Context: an optimization exercise on an open-source flow, tuned for small area. The choices shown serve that exercise and are no tape-out recipe. Where RTL was checked, it was by simulation tests only, not by an equivalence proof against the original. The RTL of run 2 was laid out without a check of its function. No activity file was given, so power comes from the tool's default toggle rates.

### flow/config.mk
export PLATFORM = sky130hd
export DESIGN_NAME = ibuf_rdreq_mgmt
export DESIGN_NICKNAME = ibuf_rdreq_mgmt
export VERILOG_FILES = /design/flow/design.v
export SDC_FILE = /design/flow/constraint.sdc
export NUM_CORES = 4
export LEC_CHECK = 0
export CAP_MARGIN = 20
export CORE_MARGIN = 2
export CORE_UTILIZATION = 40
export SLEW_MARGIN = 20
### flow/run.sh
#!/bin/bash
# synth_recipe.tcl (not shown) runs the flow's synth.tcl, then flattens the netlist and writes it again
# the make line also repeats each setting of config.mk as NAME=value (left out here)
make -C /OpenROAD-flow-scripts/flow DESIGN_CONFIG=/design/flow/config.mk WORK_HOME=/design/flow/orfs CLKGATE_MAP_FILE= SYNTH_SCRIPT=/design/flow/synth_recipe.tcl finish
### flow/constraint.sdc
create_clock -name core_clock -period 8.0 [get_ports {clk}]
set_input_delay 1.6000 -clock core_clock [delete_from_list [all_inputs] [get_ports {clk}]]
set_output_delay 1.6000 -clock core_clock [all_outputs]
set_load 0.01 [all_outputs]
### flow/design.v
`timescale 1ns/1ps
module ibuf_rdreq_mgmt #(
  parameter int unsigned BW       = 9,
  parameter int unsigned TAG_W    = 5,
  parameter int unsigned MX_OS_RQ = 4
) (
  input  logic             clk,
  input  logic             rst,
  input  logic [2:0]       cfg_max_rd_req_size,
  input  logic [63:0]      lbuf_addr,
  input  logic [31:0]      lbuf_len,
  input  logic             lbuf_en,
  output logic             lbuf_dn,
  input  logic [BW:0]      cons,
  output logic [BW:0]      committed_prod,
  output logic             rd,
  output logic [63:0]      hst_addr,
  output logic [9:0]       rd_qw,
  input  logic             rd_ack,
  input  logic [TAG_W-1:0] rd_tag,
  input  logic [TAG_W-1:0] cpl_tag,
  output logic [BW-1:0]    cpl_base,
  input  logic             cpl_vld,
  input  logic             cpl_last,
  output logic             err
);
  localparam int unsigned NSlot = 4;
  typedef logic [BW:0] ptr_t;
  typedef enum logic [2:0] {
    StIdle,
    StWaitOs,
    StCalc,
    StWaitSpace,
    StReq,
    StUpd,
    StDrain,
    StDone
  } state_e;
  state_e           state_q, state_d;
  logic [63:3]      addr_q;
  logic [31:0]      left_q;
  ptr_t             iprod_q;
  logic             err_q;
  logic [TAG_W-1:0] tag_q   [NSlot];
  ptr_t             start_q [NSlot];
  logic [NSlot-1:0] vld_q;
  logic [NSlot-1:0] done_q;
  logic [1:0]       wr_ptr_q, rd_ptr_q;
  logic             idle, fire, commit;
  logic [9:0]       mx_qw, bnd_qw, chunk;
  logic [63:3]      addr_d;
  logic [31:0]      left_d;
  ptr_t             used_qw;
  logic [NSlot-1:0] match, pend;
  always_comb begin
    unique case (cfg_max_rd_req_size)
      3'd0:    mx_qw = 10'd16;
      3'd1:    mx_qw = 10'd32;
      3'd2:    mx_qw = 10'd64;
      3'd3:    mx_qw = 10'd128;
      3'd4:    mx_qw = 10'd256;
      default: mx_qw = 10'd512;
    endcase
  end
  assign bnd_qw = 10'd512 - {1'b0, addr_q[11:3]};
  always_comb begin
    chunk = mx_qw;
    if (left_q < 32'(chunk)) begin
      chunk = left_q[9:0];
    end
    if (bnd_qw < chunk) begin
      chunk = bnd_qw;
    end
  end
  assign idle   = (state_q == StIdle);
  assign fire   = (state_q == StReq) && rd_ack;
  assign commit = vld_q[rd_ptr_q] && done_q[rd_ptr_q];
  assign addr_d = idle ? lbuf_addr[63:3] : addr_q + 61'(fire ? chunk : 10'd0);
  assign left_d = idle ? lbuf_len : left_q - 32'(fire ? chunk : 10'd0);
  assign used_qw = iprod_q - cons;
  always_comb begin
    state_d = state_q;
    unique case (state_q)
      StIdle:      if (lbuf_en) state_d = (left_d == '0) ? StDone : StWaitOs;
      StWaitOs:    if (!vld_q[wr_ptr_q]) state_d = StCalc;
      StCalc:      state_d = StWaitSpace;
      StWaitSpace: if ({1'b0, chunk} + {1'b0, used_qw} <= 11'd512) state_d = StReq;
      StReq:       if (rd_ack) state_d = StUpd;
      StUpd:       state_d = (left_d != '0) ? StWaitOs : StDrain;
      StDrain:     if (vld_q == '0) state_d = StDone;
      default:     state_d = StIdle;
    endcase
  end
  always_ff @(posedge clk or negedge rst) begin
    if (!rst) begin
      state_q <= StIdle;
      iprod_q <= '0;
    end else begin
      state_q <= state_d;
      if (fire) begin
        iprod_q <= iprod_q + ptr_t'(chunk);
      end
    end
  end
  always_ff @(posedge clk) begin
    addr_q <= addr_d;
    left_q <= left_d;
  end
  for (genvar i = 0; i < NSlot; i++) begin : g_slot
    assign match[i] = vld_q[i] && (tag_q[i] == cpl_tag);
    assign pend[i]  = match[i] && !done_q[i];
    always_ff @(posedge clk) begin
      if (fire && wr_ptr_q == 2'(i)) begin
        tag_q[i]   <= rd_tag;
        start_q[i] <= iprod_q;
        done_q[i]  <= 1'b0;
      end else if (cpl_vld && cpl_last && pend[i]) begin
        done_q[i]  <= 1'b1;
      end
    end
    always_ff @(posedge clk or negedge rst) begin
      if (!rst) begin
        vld_q[i] <= 1'b0;
      end else if (fire && wr_ptr_q == 2'(i)) begin
        vld_q[i] <= 1'b1;
      end else if (commit && rd_ptr_q == 2'(i)) begin
        vld_q[i] <= 1'b0;
      end
    end
  end
  always_ff @(posedge clk or negedge rst) begin
    if (!rst) begin
      wr_ptr_q <= '0;
      rd_ptr_q <= '0;
      err_q    <= 1'b0;
    end else begin
      if (fire) begin
        wr_ptr_q <= wr_ptr_q + 2'd1;
      end
      if (commit) begin
        rd_ptr_q <= rd_ptr_q + 2'd1;
      end
      if (cpl_vld && pend == '0) begin
        err_q <= 1'b1;
      end
    end
  end
  always_comb begin
    cpl_base = '0;
    for (int i = 0; i < NSlot; i++) begin
      if (match[i]) cpl_base = cpl_base | start_q[i][BW-1:0];
    end
  end
  assign lbuf_dn        = (state_q == StDone);
  assign committed_prod = vld_q[rd_ptr_q] ? start_q[rd_ptr_q] : iprod_q;
  assign rd             = (state_q == StReq);
  assign hst_addr       = {addr_q, 3'b000};
  assign rd_qw          = chunk;
  assign err            = err_q;
endmodule
==> metrics.md, run 1 <==
| Metric | Value |
|---|---|
| Rows | 61 |
| Crit path arrival time | 8100 ps |
| Clock Path Buffers | 2 |
| Net Sw Frac | 0.430 |
| Worst hold margin | 480 ps |
| Final setup violation count | 0 |
| Area added between synthesis and finish | 40.2% |
| Hold path depth | 2 |
| # diodes | 0 |
| Chip height | 171 µm |
| Synth Flop Type | dfxtp_1 |
| Status | timing/DRC/antenna clean |
| GP Congestion | 0.848 |
| Rel. slew slack | 0.323 |
| Internal | 0.00372 W |
| FMAX | 129 MHz |
| WS Path Type | input port to flip-flop |
| Post-Synthesis Cells | 1244 |
| CP max stage delay | 410 ps |
| Pwr/cell area | 417 nW/µm² |
| Post-route ant nets | 0 |
| Synth cell types | 77 |
| Area share of the largest cell type after synthesis | 0.174 |
| Reg2Reg Depth | 28 |
| Gr ovfl total | 0 |
| Drc violations | 0 |
| DR WL/cell | 16.9 µm |
| VDD IR max | 0.000159 V |
| Post-synth EDFFs | 60 |
| Share of the core filled with cells | 0.567 |
| Final Max Tran Viols | 0 |
| Nets | 1765 |
| Hold Violations, Final | 0 |
| Type of origin of the critical path | input port |
| Clk_skew | 16.3 ps |
| Pre-CTS WS | -799 ps |
| Iter 0 DRT Violations | 545 |
| Synth top area cells | dfxtp_1 (17%), edfxtp_1 (16%), ha_1 (8.3%) |
| Max-cap violations | 0 |
| Sink Count | 179 |
| Setup WS post-layout | 276 ps |
| Crit path buf inv count | 6 |
| Final period util | 0.965 |
| Synth async-reset ratio | 0.123 |
| Fillers | 2527 |
| Combinational power share | 0.600 |
| Num ports | 221 |
| Setup tns final | 0 ps |
| Initial antenna violation count | 1 |
| Largest net degree at the start of global routing | 99 |
| Die area | 29300 µm² |
| TritonCTS clock tree | yes |
| Synthesis warning total | 3 |
| Drt pass-1 iters | 7 |
| Worst Path Max Fanout | 8 |
| Die Wd | 171 µm |
| Cell accounting for the most synthesized area | dfxtp_1 |
| HPWL Detailed | 24100 µm |
| Leakage | 6.27 nW |
| Clk latency of the worst-skew pair | 440 ps |
| Share of cells above drive strength 1 | 0.170 |
| P_sw | 0.00281 W |
| Req. time, crit path | 8370 ps |
| Cell Area, Synth | 11200 µm² |
| Initial core utilization | 0.404 |
| CTS Buf Count | 17 |
| Hold crit path type | flip-flop to flip-flop |
| First-pass GRT wire length | 51900 µm |
| Routed WL | 32900 µm |
| I/O Buffers | 214 |
| Vias per std cell | 5.22 |
| CTS Hold Bufs | 0 |
| Synth Register Bits | 179 |
| Worst path most repeated cell | buf_4 |
| CP max-delay cell | a2111oi_4 |
| GRT Util Overall | 0.225 |
| Critical Path Stages | 32 |
| Worst Tran Pin Value | 1020 ps |
| Family with the most delay on the worst path | simple AND/OR/NAND/NOR gates |
| Root buffer cell | clkbuf_16 |
| Tmin final | 7720 ps |
| Critical Path End Type | flip-flop |
| Clk pwr share | 0.138 |
| Core footprint | 27600 µm² |
| Flop pwr share | 0.262 |
| Avg Cell Area, Syn | 8.98 µm² |
| H-tree Lvls | 4 |
| Vias in the first global route | 10118 |
| Routed vias | 10180 |
| Seq/Total Area, Yosys | 0.385 |
| Clock Pin Slew Worst Setup and Hold Paths | 80 ps |
==> power by group through the flow <==
stage                     combinational (W)  clock, W  sequential [W]
after detailed placement            0.00367         0         0.00171
after global routing                0.00435  0.000957         0.00176
final                               0.00392  0.000904         0.00171
after global placement              0.00361         0         0.00170
after CTS                           0.00377  0.000928         0.00170
after floorplan                     0.00216         0         0.00164
==> Yosys cell counts, drive strengths merged (8+ instances only) <==
master and count:
ha 74, buf 12, a31oi 8, a21o 17, nand4 21, and4 10
xnor2 42, nand3 26, dfrtp 22, and3 28, nand2 171, a222oi 11
or3 8, a21oi 59, o21a 10, nor2 63, mux2 10, and2 11
o21ai 118, dfxtp 97, clkbuf 42, nor4 16, xor2 85, inv 61
nor3 21, o211ai 24, a22oi 18, edfxtp 60, nor2b 10
==> worst paths after layout <==
check / startpoint / end / slack, ps
worst max-delay path: cfg_max_rd_req_size[2] / state_q[2] / 280
worst min-delay path: done_q[2] / done_q[2] / 480
worst max register to register: left_q[25] / state_q[2] / 1150
worst min register to register: done_q[2] / done_q[2] / 480
max in group asynchronous: rst / wr_ptr_q[1] / 6470
min in group asynchronous: rst / iprod_q[4] / 1140
==> area by class of cell <==
type                    instances  area (µm²)  share of cell area
clock buffers                  17         425              0.0272
inverters                      61         229              0.0146
clock inverters                15         213              0.0136
well taps                     378         473              0.0302
multi-input cells             952        6840               0.437
repair buffers                350        3180               0.203
flip-flops and latches        179        4290               0.274
==> per-layer routing <==
layer	vias up	global-route usage	wire length (µm)
met3	35	0.0632	2080
met5	-	0	11
met1	4760	0.279	14700
met2	269	0.382	15600
met4	2	0.0608	491
li1	5114	-	-
==> timing repair <==
| action | CTS | global route |
|---|---|---|
| buffers inserted | 3 | 14 |
| pin swaps | 11 | 28 |
| cloned | 1 | 0 |
| setup endpoints to repair | 3 | 30 |
| gates resized for setup | 28 | 64 |
==> placed cells by master, fill, tap and decap left out, drive strengths merged, types with 59 or more instances in the layout <==
| cell type | n |
|---|---|
| a21oi | 59 |
| buf | 137 |
| clkdlybuf4s50 | 210 |
| dfxtp | 97 |
| edfxtp | 60 |
| ha | 74 |
| inv | 71 |
| nand2 | 171 |
| nor2 | 63 |
| o21ai | 118 |
| xor2 | 85 |
==> registers in the layout, summed over array words and instances, names as in the netlist <==
register,count
rd_ptr_q,2
err_q,1
done_q,4
tag_q,20
left_q,32
vld_q,4
wr_ptr_q,2
addr_q,61
iprod_q,10
state_q,3
start_q,40
==> per-stage QoR <==
stage	cell area, µm²	instances	total power [W]
floorplan	11200	1246	0.00380
global placement	14500	1903	0.00531
detailed placement	14500	1903	0.00538
CTS	15300	1939	0.00640
global route	15700	1952	0.00707
finish	15700	1952	0.00653
==> worst reg2reg max path, delay by kind of cell (launching register included) <==
family | cells | cell delay [ps]
flip-flops | 1 | 390
adder cells (fa/ha/maj) | 2 | 520
multiplexers | 1 | 260
AND/OR/NAND/NOR | 14 | 3390
buffers and inverters | 3 | 560
AO/OA/AOI/OAI | 8 | 1660
==> cell families (layout without fill, tap and decap cells) <==
group                      Yosys count  count (layout)  share of synthesized area
AOI/OAI and AO/OA                  314             314                      0.181
and+or+nand+nor                    411             411                      0.182
muxes                               18              18                     0.0206
other                                1               3                   0.000336
adders and majority gates           79              79                     0.0919
buffers and inverters              115             443                     0.0402
DFF                                179             179                      0.385
xor gates and xnor gates           127             127                     0.0996
==> run 2, diff against run 1 <==
--- a/flow/design.v
+++ b/flow/design.v
@@ -37,7 +37,18 @@
     StDone
   } state_e;
+  function automatic logic [64:0] rca(input logic [63:0] a, input logic [63:0] b,
+                                      input logic ci);
+    logic c;
+    c = ci;
+    for (int i = 0; i < 64; i++) begin
+      rca[i] = a[i] ^ b[i] ^ c;
+      c      = (a[i] & b[i]) | (c & (a[i] ^ b[i]));
+    end
+    rca[64] = c;
+  endfunction
   state_e           state_q, state_d;
   logic [63:3]      addr_q;
-  logic [31:0]      left_q;
+  logic [31:0]      nleft_q;  
+  logic [31:0]      left;
   ptr_t             iprod_q;
   logic             err_q;
@@ -47,45 +58,51 @@
   logic [NSlot-1:0] done_q;
   logic [1:0]       wr_ptr_q, rd_ptr_q;
-  logic             idle, fire, commit;
-  logic [9:0]       mx_qw, bnd_qw, chunk;
+  logic             idle, upd, fire, commit;
+  logic [9:0]       mx_qw, bnd_qw, lim_qw, chunk, step;
+  logic             bnd_lt, last, space_ok;
+  logic [8:0]       a;
+  logic [64:0]      addr_sum, left_sum, lim_cmp, iprod_sum, used_sum, space_sum;
   logic [63:3]      addr_d;
-  logic [31:0]      left_d;
-  ptr_t             used_qw;
+  logic [31:0]      nleft_d;
   logic [NSlot-1:0] match, pend;
+  assign a    = addr_q[11:3];
+  assign left = ~nleft_q;
   always_comb begin
     unique case (cfg_max_rd_req_size)
-      3'd0:    mx_qw = 10'd16;
-      3'd1:    mx_qw = 10'd32;
-      3'd2:    mx_qw = 10'd64;
-      3'd3:    mx_qw = 10'd128;
-      3'd4:    mx_qw = 10'd256;
-      default: mx_qw = 10'd512;
+      3'd0: begin mx_qw = 10'd16;  bnd_lt = (&a[8:4]) && (a[3:0] != '0); end
+      3'd1: begin mx_qw = 10'd32;  bnd_lt = (&a[8:5]) && (a[4:0] != '0); end
+      3'd2: begin mx_qw = 10'd64;  bnd_lt = (&a[8:6]) && (a[5:0] != '0); end
+      3'd3: begin mx_qw = 10'd128; bnd_lt = (&a[8:7]) && (a[6:0] != '0); end
+      3'd4: begin mx_qw = 10'd256; bnd_lt = a[8] && (a[7:0] != '0); end
+      default: begin mx_qw = 10'd512; bnd_lt = (a != '0); end
     endcase
   end
-  assign bnd_qw = 10'd512 - {1'b0, addr_q[11:3]};
-  always_comb begin
-    chunk = mx_qw;
-    if (left_q < 32'(chunk)) begin
-      chunk = left_q[9:0];
-    end
-    if (bnd_qw < chunk) begin
-      chunk = bnd_qw;
-    end
-  end
+  assign bnd_qw = 10'(rca({55'd0, ~a}, 64'd0, 1'b1));
+  assign lim_qw = bnd_lt ? bnd_qw : mx_qw;
+  assign lim_cmp = rca(64'(lim_qw), {54'd0, ~left[9:0]}, 1'b1);
+  assign last    = (left[31:10] == '0) && lim_cmp[10];
+  assign chunk   = last ? left[9:0] : lim_qw;
   assign idle   = (state_q == StIdle);
+  assign upd    = (state_q == StUpd);
   assign fire   = (state_q == StReq) && rd_ack;
   assign commit = vld_q[rd_ptr_q] && done_q[rd_ptr_q];
-  assign addr_d = idle ? lbuf_addr[63:3] : addr_q + 61'(fire ? chunk : 10'd0);
-  assign left_d = idle ? lbuf_len : left_q - 32'(fire ? chunk : 10'd0);
-  assign used_qw = iprod_q - cons;
+  assign step      = upd ? chunk : 10'd0;
+  assign addr_sum  = rca(64'(addr_q), 64'(step), 1'b0);
+  assign left_sum  = rca(64'(nleft_q), 64'(step), 1'b0);
+  assign iprod_sum = rca(64'(iprod_q), 64'(step), 1'b0);
+  assign addr_d    = idle ? lbuf_addr[63:3] : addr_sum[60:0];
+  assign nleft_d   = idle ? ~lbuf_len : left_sum[31:0];
+  assign used_sum  = rca(64'(iprod_q), {54'd0, ~cons}, 1'b1);
+  assign space_sum = rca(64'(chunk), 64'(used_sum[9:0]), 1'b0);
+  assign space_ok  = !space_sum[10] && !(space_sum[9] && (space_sum[8:0] != '0));
   always_comb begin
     state_d = state_q;
     unique case (state_q)
-      StIdle:      if (lbuf_en) state_d = (left_d == '0) ? StDone : StWaitOs;
+      StIdle:      if (lbuf_en) state_d = (lbuf_len == '0) ? StDone : StWaitOs;
       StWaitOs:    if (!vld_q[wr_ptr_q]) state_d = StCalc;
       StCalc:      state_d = StWaitSpace;
-      StWaitSpace: if ({1'b0, chunk} + {1'b0, used_qw} <= 11'd512) state_d = StReq;
+      StWaitSpace: if (space_ok) state_d = StReq;
       StReq:       if (rd_ack) state_d = StUpd;
-      StUpd:       state_d = (left_d != '0) ? StWaitOs : StDrain;
+      StUpd:       state_d = last ? StDrain : StWaitOs;
       StDrain:     if (vld_q == '0) state_d = StDone;
       default:     state_d = StIdle;
@@ -98,12 +115,10 @@
     end else begin
       state_q <= state_d;
-      if (fire) begin
-        iprod_q <= iprod_q + ptr_t'(chunk);
-      end
+      iprod_q <= iprod_sum[BW:0];
     end
   end
   always_ff @(posedge clk) begin
     addr_q <= addr_d;
-    left_q <= left_d;
+    nleft_q <= nleft_d;
   end
   for (genvar i = 0; i < NSlot; i++) begin : g_slot
==> metrics.md, run 2 <==
| Metric | Value |
|---|---|
| Status | failed layout checks |
| SO Viols | setup timing |
| Synth top area cells | dfxtp_1 (20%), edfxtp_1 (19%), ha_1 (13%) |
| Leading registers by flop count | addr_q x61, start_q x40, nleft_q x32 |
| CP max-delay cell | o41a_1 |
| Routed vias | 7679 (-25%) |
| WS Path Type | input port to flip-flop |
| Tmin final | 14950 ps (+7230 ps) |
| Clock Pin Slew Worst Setup and Hold Paths | 70 ps (about the same) |
| Critical Path End Type | flip-flop |
| Sink Count | 179 (unchanged) |
| Nets | 1495 (-15%) |
| Commonest non-fill, non-tap cells in the layout | nand2_1 (210), clkdlybuf4s50_1 (210), buf_4 (98) |
| Share of the core filled with cells | 0.613 (+0.0468) |
| Rel. slew slack | 0.362 (+0.0392) |
| Seq/Total Area, Yosys | 0.444 (+0.0590) |
| Initial core utilization | 0.410 (+0.00585) |
| Max-cap violations | 0 (unchanged) |
| Initial antenna violation count | 0 (-1) |
| Max FFs per register | 61 (unchanged) |
| Cell Count Post-Placement | 1524 (-20%) |
| Synthesis warning total | 3 (unchanged) |
| Largest net degree at the start of global routing | 65 (-34%) |
| Synth async-reset ratio | 0.123 (unchanged) |
| CP max stage delay | 430 ps (+20 ps) |
| HPWL Detailed | 20000 µm (-17%) |
| Core footprint | 23600 µm² (-15%) |
| Clk_skew | 15.0 ps (-1.29 ps) |
| Num ports | 221 (unchanged) |
| Pre-CTS WS | -8440 ps (-7640 ps) |
| Avg Cell Area, Syn | 10.4 µm² (+16%) |
| I/O Buffers | 214 (unchanged) |
| Area added between synthesis and finish | 49.6% |
| Root buffer cell | clkbuf_16 |
| First-pass GRT wire length | 41200 µm (-21%) |
| Post-synth EDFFs | 60 (unchanged) |
| Area share of the largest cell type after synthesis | 0.201 (+0.0267) |
| Final Non-Filler Cells | 1558 (-20%) |
| Final setup violation count | 68 (+68) |
| Synth Flop Type | dfxtp_1 |
| Vias per std cell | 4.93 (-5.5%) |
| Die area | 25500 µm² (-13%) |
| Req. time, crit path | 8290 ps (-80 ps) |
| Hold crit path type | flip-flop to flip-flop |
| Synth cell types | 64 (-17%) |
| Biggest register | addr_q |
| Worst Tran Pin Value | 956 ps (-58.7 ps) |
| Iter 0 DRT Violations | 483 (-11%) |
| RSZ-0062 raised after global routing | yes |
| Leakage | 6.18 nW (-1.5%) |
| Synth Register Bits | 179 (unchanged) |
| TritonCTS clock tree | yes |
| DR WL/cell | 16.8 µm (-0.39%) |
| FMAX | 66.9 MHz (-48%) |
| Worst Path Max Fanout | 7 (-1) |
| Hold Violations, Final | 0 (unchanged) |
| Cell Area, Synth | 9680 µm² (-13%) |
| Chip height | 160 µm (-6.7%) |
| # diodes | 0 (unchanged) |
| Fillers | 2009 (-20%) |
| Worst path most repeated cell | ha_4 |
| Pwr/cell area | 355 nW/µm² (-15%) |
| Type of origin of the critical path | input port |
| Routed WL | 26200 µm (-20%) |
| Clock Path Buffers | 2 (unchanged) |
| H-tree Lvls | 4 (unchanged) |
| Die Wd | 160 µm (-6.7%) |
| Share of cells above drive strength 1 | 0.245 (+0.0751) |
| Final period util | 1.87 (+0.903) |
| Vias in the first global route | 7856 (-22%) |
| GRT Util Overall | 0.207 (-0.0184) |
| VDD IR max | 0.000180 V (+14%) |
| Drt pass-1 iters | 5 (-2) |
| Most numerous cell in the Yosys netlist | nand2_1 |
| Final Max Tran Viols | 0 (unchanged) |
| Setup WS post-layout | -6950 ps (-7230 ps) |
| Rows | 56 (-8.2%) |
| Cell accounting for the most synthesized area | dfxtp_1 |
| Gr ovfl total | 0 (unchanged) |
| Clk latency of the worst-skew pair | 430 ps (about the same) |
| Crit path arrival time | 15250 ps (+7150 ps) |
| Post-Synthesis Cells | 931 (-25%) |
| CTS Buf Count | 17 (unchanged) |
| Post-route ant nets | 0 (unchanged) |
| GP Congestion | 0.871 (+2.7%) |
| Synth cell count leaders | nand2_1 (239), ha_1 (101), dfxtp_1 (97), edfxtp_1 (60), inv_1 (53) |
| Drc violations | 0 (unchanged) |
[run 2: cell types whose count changed in the layout (fill, tap and decap cells not counted), moves of 16 or more]
cell,before,now
nand2_2,8,27
buf_4,131,98
ha_4,10,51
nand2_1,163,210
nor3_1,17,1
xnor2_1,42,7
fa_2,1,25
o21ai_0,108,47
xor2_1,85,18
o211ai_1,24,1
nand3_1,25,9
a21oi_1,49,15
nor2_1,58,14
[run 2: cells by family after synthesis]
family | share of synthesized area
DFF | 0.444
adders and majority gates | 0.221
other | 0.000387
and+or+nand+nor | 0.156
buffers and inverters | 0.0388
xor gates and xnor gates | 0.0261
muxes | 0.0270
AOI/OAI and AO/OA | 0.0876
[run 2: path summary, 6_finish.rpt]
path / startpoint / endpoint / slack (ps) / cells past startpoint
max reg2reg: addr_q[3] / addr_q[63] / -6790 / 85
min: err_q / err_q / 480 / 1
min reg2reg: err_q / err_q / 480 / 1
max in group asynchronous: rst / vld_q[3] / 6460 / 1
min in group asynchronous: rst / iprod_q[9] / 1150 / 1
max: cfg_max_rd_req_size[1] / addr_q[63] / -6950 / 83
[run 2: cell type report]
type,instances,area [µm²],area share
multi-input combinational,661,6030,0.416
clock buffer,17,425,0.0294
sequential,179,4290,0.296
timing repair buffer,314,2890,0.200
clock inverter,15,230,0.0159
tap,319,399,0.0276
inverter,53,211,0.0146
[run 2: worst max-delay path, delay by kind of cell]
family	cells	cell delay, ps
adders and majority gates	61	10790
AOI/OAI and AO/OA	7	1250
and+or+nand+nor	6	700
buffers and inverters	7	460
muxes	1	190
xor gates and xnor gates	1	130
[run 2: power by group]
group,internal (W),switching [W]
logic,0.00132,0.00128
clock network,0.000539,0.000400
registers,0.00128,0.000316
total,0.00314,0.00199
[run 2: metrics by stage]
step                      cell area (µm²)  hold WS [ps]  setup TNS (ps)  total power (W)
after global routing                14500           515         -227650          0.00555
after floorplan                     10500           442         -238190          0.00292
after detailed placement            13600           461         -309510          0.00411
final                               14500           475         -204810          0.00514
after CTS                           14400           478         -212990          0.00511
after global placement              13600           454         -293710          0.00407
[run 2: routing by layer]
metal | vias up | GRT usage | share of wire
li1 | 3816 | - | -
met1 | 3622 | 0.256 | 0.43
met2 | 203 | 0.353 | 0.49
met3 | 38 | 0.0453 | 0.051
met4 | 0 | 0.0769 | 0.024
met5 | - | 0 | 0
[run 2: repair_timing]
action | in CTS | in global routing
endpoints found under the setup margin | 81 | 76
resized for setup | 29 | 40
hold buffers | 0 | 0
pin swaps | 23 | 18
setup buffers | 3 | 0

==> separate check: timing with driven ports <==
How much do the figures lean on ideal ports? The routed layouts below were timed once more, with nothing changed but the port constraints.
Step 1: set_driving_cell puts a clkbuf_16 on clk and a buf_2 on each other input, an assumption about the parent block.
Step 2 times the ports against the registers' clock, not the clock port: input delays grow and output delays shrink by t, the midpoint of the rising clock arrivals with the driver on.
a / b / c = ideal / step 1 / step 2; a / b = the first two.
run	shift t [ns]	setup slack, ns	hold WS [ns]	worst setup path after step 2	worst slew at a driven data input, ns
run 1	0.483	0.276 / 0.304 / -0.180	0.480 / 0.480 / 0.480	input to register	0.07
run 2	0.473	-6.951 / -6.939 / -7.412	0.475 / 0.475 / 0.475	input to register	0.07
With both steps, setup timing fails in run 1, where it was met with ideal ports. The setup slack of run 2, which loses most, moves by +0.012 ns with the drivers and by -0.461 ns with both steps.
